This is an optimization exercise on Yosys and OpenROAD, whose aim is small area, a short achievable clock period and few clock cycles per item, not a production implementation.
At most, simulation tests tie the RTL to the original design; equivalence was not proved.

Design congestion_window_controller, start of the top module:
module congestion_window_controller (
  input  wire logic                 clk,
  input  wire logic                 rst_n,
  input  wire logic                 in_tvalid,
  output logic                      in_tready,
  input  wire logic [63:0]          in_tdata,    
  output logic                      out_tvalid,
  input  wire logic                 out_tready,
  output logic      [15:0]          out_tdata,   
  output logic      [1:0]           out_tuser,   
  input  wire logic                 cfg_valid,
  output logic                      cfg_ready,
  input  wire logic [CFG_IDX_W-1:0] cfg_index,
  input  wire logic [REG_W-1:0]     cfg_data
);
clock: 6.0 ns
lec_check: 0
cap_margin: 20
core_margin: 2
core_utilization: 40
setup_slack_margin: 2.5
slew_margin: 20
run.sh (not shown) runs the stock make flow with config.mk's settings and CLKGATE_MAP_FILE= SYNTH_SCRIPT=/design/flow/synth_recipe.tcl, a recipe that flattens the netlist after the stock synthesis.
Change:
- SETUP_SLACK_MARGIN: 2.5 -> 3.5
Clock skew is about the same.
Design area rose by about 8%.
Count of clock-buffer cells in the layout fell by 6.
Die area stays the same.
Synthesized cell count stays the same.
No run of this note included a check of the RTL's function; only the layout flow was run.

* * *

job 3309:
congestion_window_controller, a different RTL version from the one above (not shown whole).
For scale: ~210 flip-flops, ~110 I/O pins.
export LEC_CHECK = 0
export CAP_MARGIN = 20
export CORE_MARGIN = 2
export CORE_UTILIZATION = 40
export SETUP_SLACK_MARGIN = 2.0
export SLEW_MARGIN = 20
create_clock -name core_clock -period 6.0 [get_ports {clk}]
standard.sh (not shown) runs the stock make flow with config.mk's settings and CLKGATE_MAP_FILE= SYNTH_SCRIPT=/design/flow/synth_recipe.tcl, a recipe that flattens the netlist after the stock synthesis.
==> flow/flow/run.sh <==
#!/bin/bash
# The standard layout (the standard.sh, unchanged synthesis and steps), with the ports
# buffered by a plain buffer (sky130_fd_sc_hd__buf_2) instead of the delay cell buffer_ports
# picks by itself. Every tool's output goes to standard.log here; ORFS's own step logs are under
# orfs/logs/.
set -euo pipefail
export BUFFER_PORTS_ARGS="-buffer_cell sky130_fd_sc_hd__buf_2"
bash standard.sh > standard.log 2>&1
Testbench counts of job 3309, summed over its fixed seeds: cycles 76,194, items 9,378.
The inputs of job 658 differ from those of job 3309 as listed below.
- SETUP_SLACK_MARGIN now 2.5, was 2.0
==> flow/run.sh (new file) <==
#!/bin/bash
# synth_recipe.tcl (not shown) runs the flow's synth.tcl, then flattens the netlist and writes it again
# the make line also repeats each setting of config.mk as NAME=value (left out here)
make -C /OpenROAD-flow-scripts/flow DESIGN_CONFIG=/design/flow/config.mk WORK_HOME=/design/flow/orfs CLKGATE_MAP_FILE= SYNTH_SCRIPT=/design/flow/synth_recipe.tcl finish
removed: flow/flow/run.sh
removed: flow/standard.sh
--- outcome ---
- The worst hold slack on job 3309 is in line with that on job 658.
- Final critical-path setup slack, job 3309 and job 658: larger value in job 658
- Lower estimated wirelength of the detail-placed design goes to job 3309 over job 658.
- Taking job 3309 as the reference, in job 658 area growth from synthesis to layout grew by 9.6 points, global-route usage grew by 0.84 points, register-to-register path setup slack grew by 0.41 ns, design area grew by 8.7%, final core area utilization grew by 3.9 points.
[inputs] job 1337 vs job 658
- a change of SETUP_SLACK_MARGIN from 2.5 to 2.75
==> flow/flow/run.sh (new file) <==
#!/bin/bash
# The standard layout (the standard.sh, unchanged synthesis and steps), with the ports
# buffered by a plain buffer (sky130_fd_sc_hd__buf_1) instead of the delay cell buffer_ports
# picks by itself. Every tool's output goes to standard.log here; ORFS's own step logs are under
# orfs/logs/.
set -euo pipefail
export BUFFER_PORTS_ARGS="-buffer_cell sky130_fd_sc_hd__buf_1"
bash standard.sh > standard.log 2>&1
==> flow/standard.sh (new file) <==
#!/bin/bash
# synth_recipe.tcl (not shown) runs the flow's synth.tcl, then flattens the netlist and writes it again
# the make line also repeats each setting of config.mk as NAME=value (left out here)
make -C /OpenROAD-flow-scripts/flow DESIGN_CONFIG=/design/flow/config.mk WORK_HOME=/design/flow/orfs CLKGATE_MAP_FILE= SYNTH_SCRIPT=/design/flow/synth_recipe.tcl "${@:-finish}"
removed: flow/run.sh
--- outcome ---
Comparing total length of routed met2 wires for job 1337 and job 658, the smaller number came from job 658.
Against job 658, setup slack in job 1337 came out better.
Job 1337 vs job 658, origin of the worst setup path: u_recip.rem_r[0]$_SDFFE_PP0P_ vs win_r[19]$_SDFFE_PN1P_
[job 1337] number of nets in the finished design rose 51 relative to job 658
| area of the multi-input gates | job 1337 vs job 658 | 3.5% higher |
From job 658 to job 1337, post-synthesis simple-gate area fraction did not move at all.
Wire length after detailed routing: higher on job 658
Shortest period the worst path allows came out lower on job 1337 than on job 658.
Of job 1337 and job 658, it is job 1337 that has the lower overall fraction of global-route tracks in use.
Reported for job 1337 and job 658, total setup violations reported at the end of the flow turned out identical to the last digit.
Highest clock rate of job 1337 exceeds that of job 658 by a few percent.

* * *

Setup of v34:
Starting RTL as in the previous note.
Design congestion_window_controller, start of the top module:
module congestion_window_controller (
  input  wire logic                 clk,
  input  wire logic                 rst_n,
  input  wire logic                 in_tvalid,
  output logic                      in_tready,
  input  wire logic [63:0]          in_tdata,    
  output logic                      out_tvalid,
  input  wire logic                 out_tready,
  output logic      [15:0]          out_tdata,   
  output logic      [1:0]           out_tuser,   
  input  wire logic                 cfg_valid,
  output logic                      cfg_ready,
  input  wire logic [CFG_IDX_W-1:0] cfg_index,
  input  wire logic [REG_W-1:0]     cfg_data
);
export LEC_CHECK = 0
export CAP_MARGIN = 20
export CORE_MARGIN = 2
export CORE_UTILIZATION = 40
export CTS_BUF_LIST = sky130_fd_sc_hd__clkbuf_4 sky130_fd_sc_hd__clkbuf_8
export CTS_CLUSTER_SIZE = 20
export SETUP_SLACK_MARGIN = 2.75
export SLEW_MARGIN = 20
create_clock -name core_clock -period 6.0 [get_ports {clk}]
==> flow/flow/run.sh <==
#!/bin/bash
# The standard layout (the standard.sh, unchanged synthesis and steps), with the ports
# buffered by a plain buffer (sky130_fd_sc_hd__buf_2) instead of the delay cell buffer_ports
# picks by itself. Every tool's output goes to standard.log here; ORFS's own step logs are under
# orfs/logs/.
set -euo pipefail
export BUFFER_PORTS_ARGS="-buffer_cell sky130_fd_sc_hd__buf_2"
bash standard.sh > standard.log 2>&1
Testbench counts of v34, summed over its fixed seeds: cycles 76,194, items 9,378.
Setup changes, v34 to v27
--- a/flow/config.mk
+++ b/flow/config.mk
@@ -9,6 +9,4 @@
 export CORE_MARGIN = 2
 export CORE_UTILIZATION = 40
-export CTS_BUF_LIST = sky130_fd_sc_hd__clkbuf_4 sky130_fd_sc_hd__clkbuf_8
-export CTS_CLUSTER_SIZE = 20
-export SETUP_SLACK_MARGIN = 2.75
+export SETUP_SLACK_MARGIN = 3.0
 export SLEW_MARGIN = 20
==> comparison <==
Summary — sequential share of layout area, v27 relative to v34: lower, by 1.9 points. The capture point of the critical path comes out u_recip.rem_r[25]$_DFFE_PP_ in one run and rep_r[17]$_SDFFE_PN0P_ in the other, namely in v34 and v27 respectively. [v27] flop-to-flop setup slack rose 0.12 ns relative to v34. Compared with v34, v27 shows number of H-tree levels lower by 1. v27: number of gates resized after CTS is 162 higher than what v34 reported. v34 → v27: worst hold margin comparable; final-layout fill cell count now smaller.
diff inputs: v27 => v41
--- a/flow/config.mk
+++ b/flow/config.mk
@@ -9,4 +9,6 @@
 export CORE_MARGIN = 2
 export CORE_UTILIZATION = 40
-export SETUP_SLACK_MARGIN = 3.0
+export CTS_BUF_LIST = sky130_fd_sc_hd__clkbuf_4 sky130_fd_sc_hd__clkbuf_8
+export CTS_CLUSTER_SIZE = 20
+export SETUP_SLACK_MARGIN = 2.5
 export SLEW_MARGIN = 20
==> summary.txt <==
All of v41 and v27 finish clean.
Routing usage on met2: v41 < v27
Total number of nets in the final design (v41 vs. v27) decreases by a little under 10%
Compared with v27, v41 shows a higher clock latency on the worst-skew pair.

* * *

Another version of the RTL of congestion_window_controller (not shown whole).
Size in the first run: about 2300 cells after synthesis, roughly 210 flip-flops, ~110 I/O pins.
==> flow/design.v (excerpt) <==
module congestion_window_controller (
  input  wire logic                 clk,
  input  wire logic                 rst_n,
  input  wire logic                 in_tvalid,
  output logic                      in_tready,
  input  wire logic [63:0]          in_tdata,    
  output logic                      out_tvalid,
  input  wire logic                 out_tready,
  output logic      [15:0]          out_tdata,   
  output logic      [1:0]           out_tuser,   
  input  wire logic                 cfg_valid,
  output logic                      cfg_ready,
  input  wire logic [CFG_IDX_W-1:0] cfg_index,
  input  wire logic [REG_W-1:0]     cfg_data
);
  localparam logic [WIN_W-1:0] WIN_MAX = '1;
  localparam int NCHUNK = TIME_W / CHUNK_W;
  logic [WIN_W-1:0]  win_r;       
  logic [WIN_W-1:0]  thr_r;       
  logic [REG_W-1:0]  lim_r;       
  logic              avoid_r;     
  logic              sz_r;
  logic [REP_W-1:0]  rep_r;
  logic [1:0]        ph_r;
  logic [$clog2(NCHUNK)-1:0] ser_cnt_r;    
  logic [$clog2(NCHUNK)-1:0] ser_idx_r;    
  logic              ser_v_r;     
  logic [CHUNK_W-1:0] ser_rtt_r;
  logic              ser_done_r;  
  logic              ser_b1_r;    
  logic              ser_b2_r;    
  logic              cur_tout_r;  
  logic              out_v_r;
  logic              out_tout_r;
  logic              add_halve_r;  
  logic              add_go_r;     
  logic              rc_start, rc_next, rc_load, rc_done, rc_zero, rc_ge;
  logic [WIN_W:0]    rc_load_val;
  logic [WIN_W:0]    rc_sum;
  cwc_recip u_recip (
    .clk        (clk),
    .start      (rc_start),
    .start_next (rc_next),
    .load       (rc_load),
  ...
clock: 6.0 ns
lec_check: 0
cap_margin: 20
core_margin: 2
core_utilization: 40
setup_slack_margin: 2.75
slew_margin: 20
Scripts as last shown in full above: flow/flow/run.sh
==> next run, changes <==
SETUP_SLACK_MARGIN = 2.5   (was 2.75)
The changed run finished with timing, DRC and antenna clean.
First-iteration DRC count fell by 0.50%.
Die area does not change.
Critical path depth does not change.
Design area falls by 1.6%.
Function was not checked in any run of this note: the RTL went through the layout flow alone.

re-timing with driven ports:
Ports are ideal in the flow. The routed layouts listed here were re-timed in OpenROAD.
Step 1: set_driving_cell puts a clkbuf_16 on clk and a buf_2 on each other input, an assumption about the parent block.
Step 2 also shifts input and output timing later by t, the mid clock arrival at the registers, as if the neighbouring blocks saw the same clock.
Three values: no drivers, after step 1, after step 2; two values: the first two.
run | t, ns | setup WS [ns] | hold WS [ns] | pins driven straight from the clock port
the first run of note 1 | 0.495 | 2.161 / 2.161 / 2.097 | 0.464 / 0.464 / 0.464 | 1
the second run of note 1 | 0.493 | 2.266 / 2.266 / 2.266 | 0.460 / 0.460 / 0.460 | 1
job 3309 | 0.622 | 2.105 / 2.105 / 2.067 | 0.462 / 0.462 / 0.462 | 1
job 658 | 0.625 | 2.518 / 2.518 / 2.040 | 0.462 / 0.462 / 0.462 | 1
job 1337 | 0.622 | 2.657 / 2.657 / 2.282 | 0.464 / 0.464 / 0.464 | 1
v34 | 0.659 | 2.677 / 2.677 / 2.330 | 0.466 / 0.466 / 0.466 | 1
v27 | 0.633 | 2.799 / 2.799 / 2.382 | 0.465 / 0.465 / 0.465 | 1
v41 | 0.683 | 2.516 / 2.516 / 2.204 | 0.464 / 0.464 / 0.464 | 1
the first run of note 4 | 0.616 | 2.344 / 2.344 / 2.344 | 0.459 / 0.459 / 0.459 | 1
the second run of note 4 | 0.612 | 2.348 / 2.348 / 2.199 | 0.454 / 0.454 / 0.454 | 1
After both steps setup and hold are still met in every run listed. For job 658, which loses most, drivers alone change the setup slack by 0.000 ns; drivers and shift together by -0.478 ns.
